Context: an optimization exercise on an open-source flow, tuned for small area. The choices shown serve that exercise and are no tape-out recipe.
The RTL was checked by simulation tests, not by an equivalence proof against the original design.

Setup of v6:
## fpu_top
module fpu_top
(
    input  logic                fpu_clock,
    input  logic                fpu_reset_b,
    input  fpu_pkg::fpu_op_t    fpu_instr,
    input  fpu_pkg::reg_index_t fs,
    input  fpu_pkg::reg_index_t ft,
    input  fpu_pkg::reg_index_t fd,
    input  fpu_pkg::fp_word_t   data_gpr,
    output fpu_pkg::fp_word_t   result,
    output fpu_pkg::fp_word_t   data_fpr,
    output logic                exception
);
    logic [3:0]          op_q;
    fpu_pkg::reg_index_t fs_q, ft_q, fd_q;
    fpu_pkg::fp_word_t   g_q;
    always_ff @(posedge fpu_clock)
    begin
        if (fpu_reset_b)
            op_q <= 4'd0;
        else
            op_q <= fpu_instr;
        fs_q <= fs;
        ft_q <= ft;
        fd_q <= fd;
        g_q  <= data_gpr;
    end
    logic is_arith, is_mul, is_sub, is_pair, is_mfc1, is_mtc1;
    assign is_arith = (op_q >= 4'd1) && (op_q <= 4'd6);
    assign is_mul   = (op_q == 4'd5) || (op_q == 4'd6);
    assign is_sub   = (op_q == 4'd3) || (op_q == 4'd4);
    assign is_pair  = (op_q == 4'd2) || (op_q == 4'd4) || (op_q == 4'd6);
    assign is_mfc1  = (op_q == 4'd13);
    assign is_mtc1  = (op_q == 4'd14);
    fpu_pkg::fp_word_t se, so, te, to;
    fpu_pkg::fp_word_t   w_e, w_o;
    logic                w_we_e, w_we_o, w_mt, w_rs_e, w_rs_o, w_exc;
    fpu_pkg::reg_index_t w_fd;
    logic                m_mt;
    fpu_pkg::reg_index_t m_fd;
    fpu_pkg::fp_word_t   m_data;
    fpr_file i_fpr_file
    (
        .fpu_clock   (fpu_clock),
        .fpu_reset_b (fpu_reset_b),
        .wbe_we      (w_we_e),
        .wbe_row     (w_fd[4:1] + {3'd0, w_fd[0]}),
        .wbe_data    (w_e),
        .wbo_we      (w_we_o),
        .wbo_row     (w_fd[4:1]),
        .wbo_data    (w_o),
        .fwm_we      (m_mt),
        .fwm_idx     (m_fd),
        .fwm_data    (m_data),
        .fww_we_e    (w_mt & w_we_e),
        .fww_we_o    (w_mt & w_we_o),
        .fww_idx     (w_fd),
        .fww_data    (w_e),
        .rs_idx      (fs_q),
        .rt_idx      (ft_q),
        .se_data     (se),
        .so_data     (so),
        .te_data     (te),
        .to_data     (to)
    );
    fpu_pkg::fp_word_t rs_word, data_fpr_q;
    assign rs_word  = fs_q[0] ? so : se;
  ...
==> flow/config.mk <==
export PLATFORM = sky130hd
export DESIGN_NAME = fpu_top
export DESIGN_NICKNAME = fpu_top
export VERILOG_FILES = /design/flow/design.v
export SDC_FILE = /design/flow/constraint.sdc
export NUM_CORES = 8
export LEC_CHECK = 0
export CAP_MARGIN = 20
export CORE_MARGIN = 2
export CORE_UTILIZATION = 55
export SLEW_MARGIN = 20
==> flow/constraint.sdc <==
create_clock -name core_clock -period 17.0 [get_ports {fpu_clock}]
set_input_delay 3.4000 -clock core_clock [delete_from_list [all_inputs] [get_ports {fpu_clock}]]
set_output_delay 3.4000 -clock core_clock [all_outputs]
set_load 0.01 [all_outputs]
standard.sh (not shown) runs the stock make flow with config.mk's settings and CLKGATE_MAP_FILE= SYNTH_SCRIPT=/design/flow/synth_recipe.tcl, a recipe that flattens the netlist after the stock synthesis.
==> flow/flow/run.sh <==
#!/bin/bash
# Own layout flow: the standard layout (standard.sh) with these changes:
#  - synthesis maps the combinational logic for area (see flow/synth.tcl);
#    every register is the standard synthesis's
#  - clock tree: no dummy loads, larger sink clusters
#  - port buffers: the smallest buffer
# Each step's full output is in this folder: synth.log, layout.log, and
# ORFS's own logs under orfs/logs.
set -euo pipefail
W=$PWD
F=$W/flow
export MY_ABC_SCRIPT=$F/abc.script
sed "s#SYNTH_SCRIPT=[^ ]*#SYNTH_SCRIPT=$F/synth.tcl #" standard.sh > own_standard.sh
bash own_standard.sh synth > $W/synth.log 2>&1
export CTS_ARGS="-sink_clustering_enable -repair_clock_nets -dont_use_dummy_load -sink_clustering_size 25 -sink_clustering_max_diameter 100"
export BUFFER_PORTS_ARGS="-buffer_cell sky130_fd_sc_hd__buf_1"
bash own_standard.sh finish > $W/layout.log 2>&1
==> flow/flow/abc.script <==
&get -n
&st
&dch
&nf -R 1000 -C 32 -F 8 -A 8
&st
&dch
&nf -R 1000 -C 32 -F 8 -A 8
&st
&dch
&nf -R 1000 -C 32 -F 8 -A 8
&put
topo
stime -c
==> flow/flow/synth.tcl <==
# synth_recipe.tcl with three changes to the combinational mapping (the
# registers are the standard synthesis's): Yosys's synth runs without its
# quick ABC pass, extract_fa extracts full adders only, and the final ABC
# call runs flow/abc.script, an area-oriented mapping.
proc synth {args} { yosys synth -nofsm -noshare -noabc {*}$args }
proc extract_fa {args} { yosys extract_fa -fa }
proc abc {args} {
  set out {}
  set i 0
  while {$i < [llength $args]} {
    set a [lindex $args $i]
    if {$a eq "-script"} {
      lappend out -script $::env(MY_ABC_SCRIPT)
      incr i 2
      continue
    }
    lappend out $a
    incr i
  }
  yosys abc {*}$out
}
source $::env(SCRIPTS_DIR)/synth.tcl
# left out here: clear keep_hierarchy, flatten, clean up, hide names made inside functions, write 1_2_yosys.v
Relative to v6, the following input files were edited for v7:
- PLACE_DENSITY: unset -> 0.75
- CORE_UTILIZATION: 55 -> 40
diff --git a/flow/flow/run.sh b/flow/flow/run.sh
--- a/flow/flow/run.sh
+++ b/flow/flow/run.sh
@@ -13,5 +13,5 @@
 sed "s#SYNTH_SCRIPT=[^ ]*#SYNTH_SCRIPT=$F/synth.tcl #" standard.sh > own_standard.sh
 bash own_standard.sh synth > $W/synth.log 2>&1
-export CTS_ARGS="-sink_clustering_enable -repair_clock_nets -dont_use_dummy_load -sink_clustering_size 25 -sink_clustering_max_diameter 100"
+export CTS_ARGS="-sink_clustering_enable -repair_clock_nets -dont_use_dummy_load -sink_clustering_size 25 -sink_clustering_max_diameter 80"
 export BUFFER_PORTS_ARGS="-buffer_cell sky130_fd_sc_hd__buf_1"
 bash own_standard.sh finish > $W/layout.log 2>&1
Findings:
- v7 completed end to end with timing, DRC and antenna clean.
- Diff v6 -> v7: via density per instance has decreased; tightest hold margin has increased.
- The run with more setup slack is v7; v6 has less.
- When v7 is set beside v6, its sum of routed wire segments on met1 turns out to be about 0.5% larger.
- Looking only at detailed-placement wirelength estimate, and setting everything else aside, the higher value of v6 and v7 goes to v6.
- The multi-input logic area of v6 and that of v7 are within noise of each other.
- Looking at v6 and v7, the wire length is a wash.
- v7 vs. v6: area after synthesis neither gained nor lost much; maximum fanout along the worst path saw a decrease.

* * *

fpu_top, a different RTL version from the one above (not shown whole).
Size in the first run: roughly 8400 cells after synthesis, about 120 I/O pins, roughly 0.088 mm2 of cells after synthesis.
clock: 17.0 ns
lec_check: 0
cap_margin: 20
core_margin: 2
core_utilization: 40
slew_margin: 20
==> flow/flow/run.sh <==
#!/bin/bash
# Own layout flow: the standard layout (standard.sh) with these changes:
#  - synthesis maps the combinational logic for area (see flow/synth.tcl);
#    every register is the standard synthesis's
#  - clock tree: no dummy loads, larger sink clusters
#  - port buffers: the smallest buffer
# Each step's full output is in this folder: synth.log, layout.log, and
# ORFS's own logs under orfs/logs.
set -euo pipefail
W=$PWD
F=$W/flow
export MY_ABC_SCRIPT=$F/abc.script
sed "s#SYNTH_SCRIPT=[^ ]*#SYNTH_SCRIPT=$F/synth.tcl #" standard.sh > own_standard.sh
bash own_standard.sh synth > $W/synth.log 2>&1
export CTS_ARGS="-sink_clustering_enable -repair_clock_nets -dont_use_dummy_load -sink_clustering_size 25 -sink_clustering_max_diameter 80"
export BUFFER_PORTS_ARGS="-buffer_cell sky130_fd_sc_hd__buf_1"
bash own_standard.sh finish > $W/layout.log 2>&1
Scripts as last shown in full above: flow/flow/abc.script, flow/flow/synth.tcl
The first run passed the timing, DRC and antenna checks.
Change:
- CORE_UTILIZATION: 40 -> 55
What happened: Via count came out higher by 1.6%. Flip-flop and latch count stays the same. Routed wire length came out lower by 1.9%. Worst setup slack improved by 0.091 ns. Cell count came out lower by 6.7%.

* * *

fpu_top, a different RTL version from the one above (not shown whole).
Size in the first run: ~8,400 cells after synthesis, about 1,300 flip-flops, ~120 I/O pins.
Settings: LEC_CHECK=0, CAP_MARGIN=20, CORE_MARGIN=2, CORE_UTILIZATION=55, SLEW_MARGIN=20; clock period 17.0 ns.
==> flow/flow/run.sh <==
#!/bin/bash
# Own layout flow: the standard layout (standard.sh) with these changes:
#  - synthesis maps the combinational logic for area (see flow/synth.tcl);
#    every register is the standard synthesis's
#  - clock tree: no dummy loads, larger sink clusters
#  - port buffers: the smallest buffer
# Each step's full output is in this folder: synth.log, layout.log, and
# ORFS's own logs under orfs/logs.
set -euo pipefail
W=$PWD
F=$W/flow
export MY_ABC_SCRIPT=$F/abc.script
sed "s#SYNTH_SCRIPT=[^ ]*#SYNTH_SCRIPT=$F/synth.tcl #" standard.sh > own_standard.sh
bash own_standard.sh synth > $W/synth.log 2>&1
export CTS_ARGS="-sink_clustering_enable -repair_clock_nets -dont_use_dummy_load -sink_clustering_size 25 -sink_clustering_max_diameter 100"
export BUFFER_PORTS_ARGS="-buffer_cell sky130_fd_sc_hd__buf_1"
bash own_standard.sh finish > $W/layout.log 2>&1
Scripts as last shown in full above: flow/flow/abc.script, flow/flow/synth.tcl
Next try:
--- a/flow/flow/run.sh
+++ b/flow/flow/run.sh
@@ -14,3 +14,3 @@
 bash own_standard.sh synth > $W/synth.log 2>&1
-export CTS_ARGS="-sink_clustering_enable -repair_clock_nets -dont_use_dummy_load -sink_clustering_size 25 -sink_clustering_max_diameter 100"
+export CTS_ARGS="-sink_clustering_enable -repair_clock_nets -dont_use_dummy_load -sink_clustering_size 25 -sink_clustering_max_diameter 80"
 export BUFFER_PORTS_ARGS="-buffer_cell sky130_fd_sc_hd__buf_1"
--- a/flow/config.mk
+++ b/flow/config.mk
@@ -9,3 +9,3 @@
 export CORE_MARGIN = 2
-export CORE_UTILIZATION = 55
+export CORE_UTILIZATION = 40
 export SLEW_MARGIN = 20
What happened: Worst setup slack gets better by 0.083 ns. Wire length is higher by 4.3%. Count of clock-buffer cells in the layout is higher by 15.

## what the ideal ports hide
In the flow no input, the clock included, has a driving cell. The finished layouts below were timed again as built, in two steps. Step 1 sets driving cells, clkbuf_16 on the clock port and buf_2 on the other inputs (assumed; they add their load-dependent delay and slew). Step 2 times the ports against the registers' clock, not the clock port: input delays grow and output delays shrink by t, the midpoint of the rising clock arrivals with the driver on. Slacks: ideal ports / drivers / drivers and shift; pairs: ideal ports / drivers.
run | shift t [ns] | setup slack, ns | latest minus earliest clock arrival (ns)
v6 | 0.826 | 0.615 / 0.615 / 0.615 | 0.098 / 0.098
v7 | 0.803 | 1.241 / 1.241 / 1.241 | 0.152 / 0.152
the first run of note 2 | 0.852 | 1.649 / 1.649 / 1.649 | 0.152 / 0.152
the second run of note 2 | 0.809 | 1.741 / 1.741 / 1.741 | 0.136 / 0.137
the first run of note 3 | 0.791 | 1.698 / 1.698 / 1.698 | 0.157 / 0.158
the second run of note 3 | 0.821 | 1.781 / 1.781 / 1.781 | 0.152 / 0.152
After both steps every run listed still meets setup and hold.
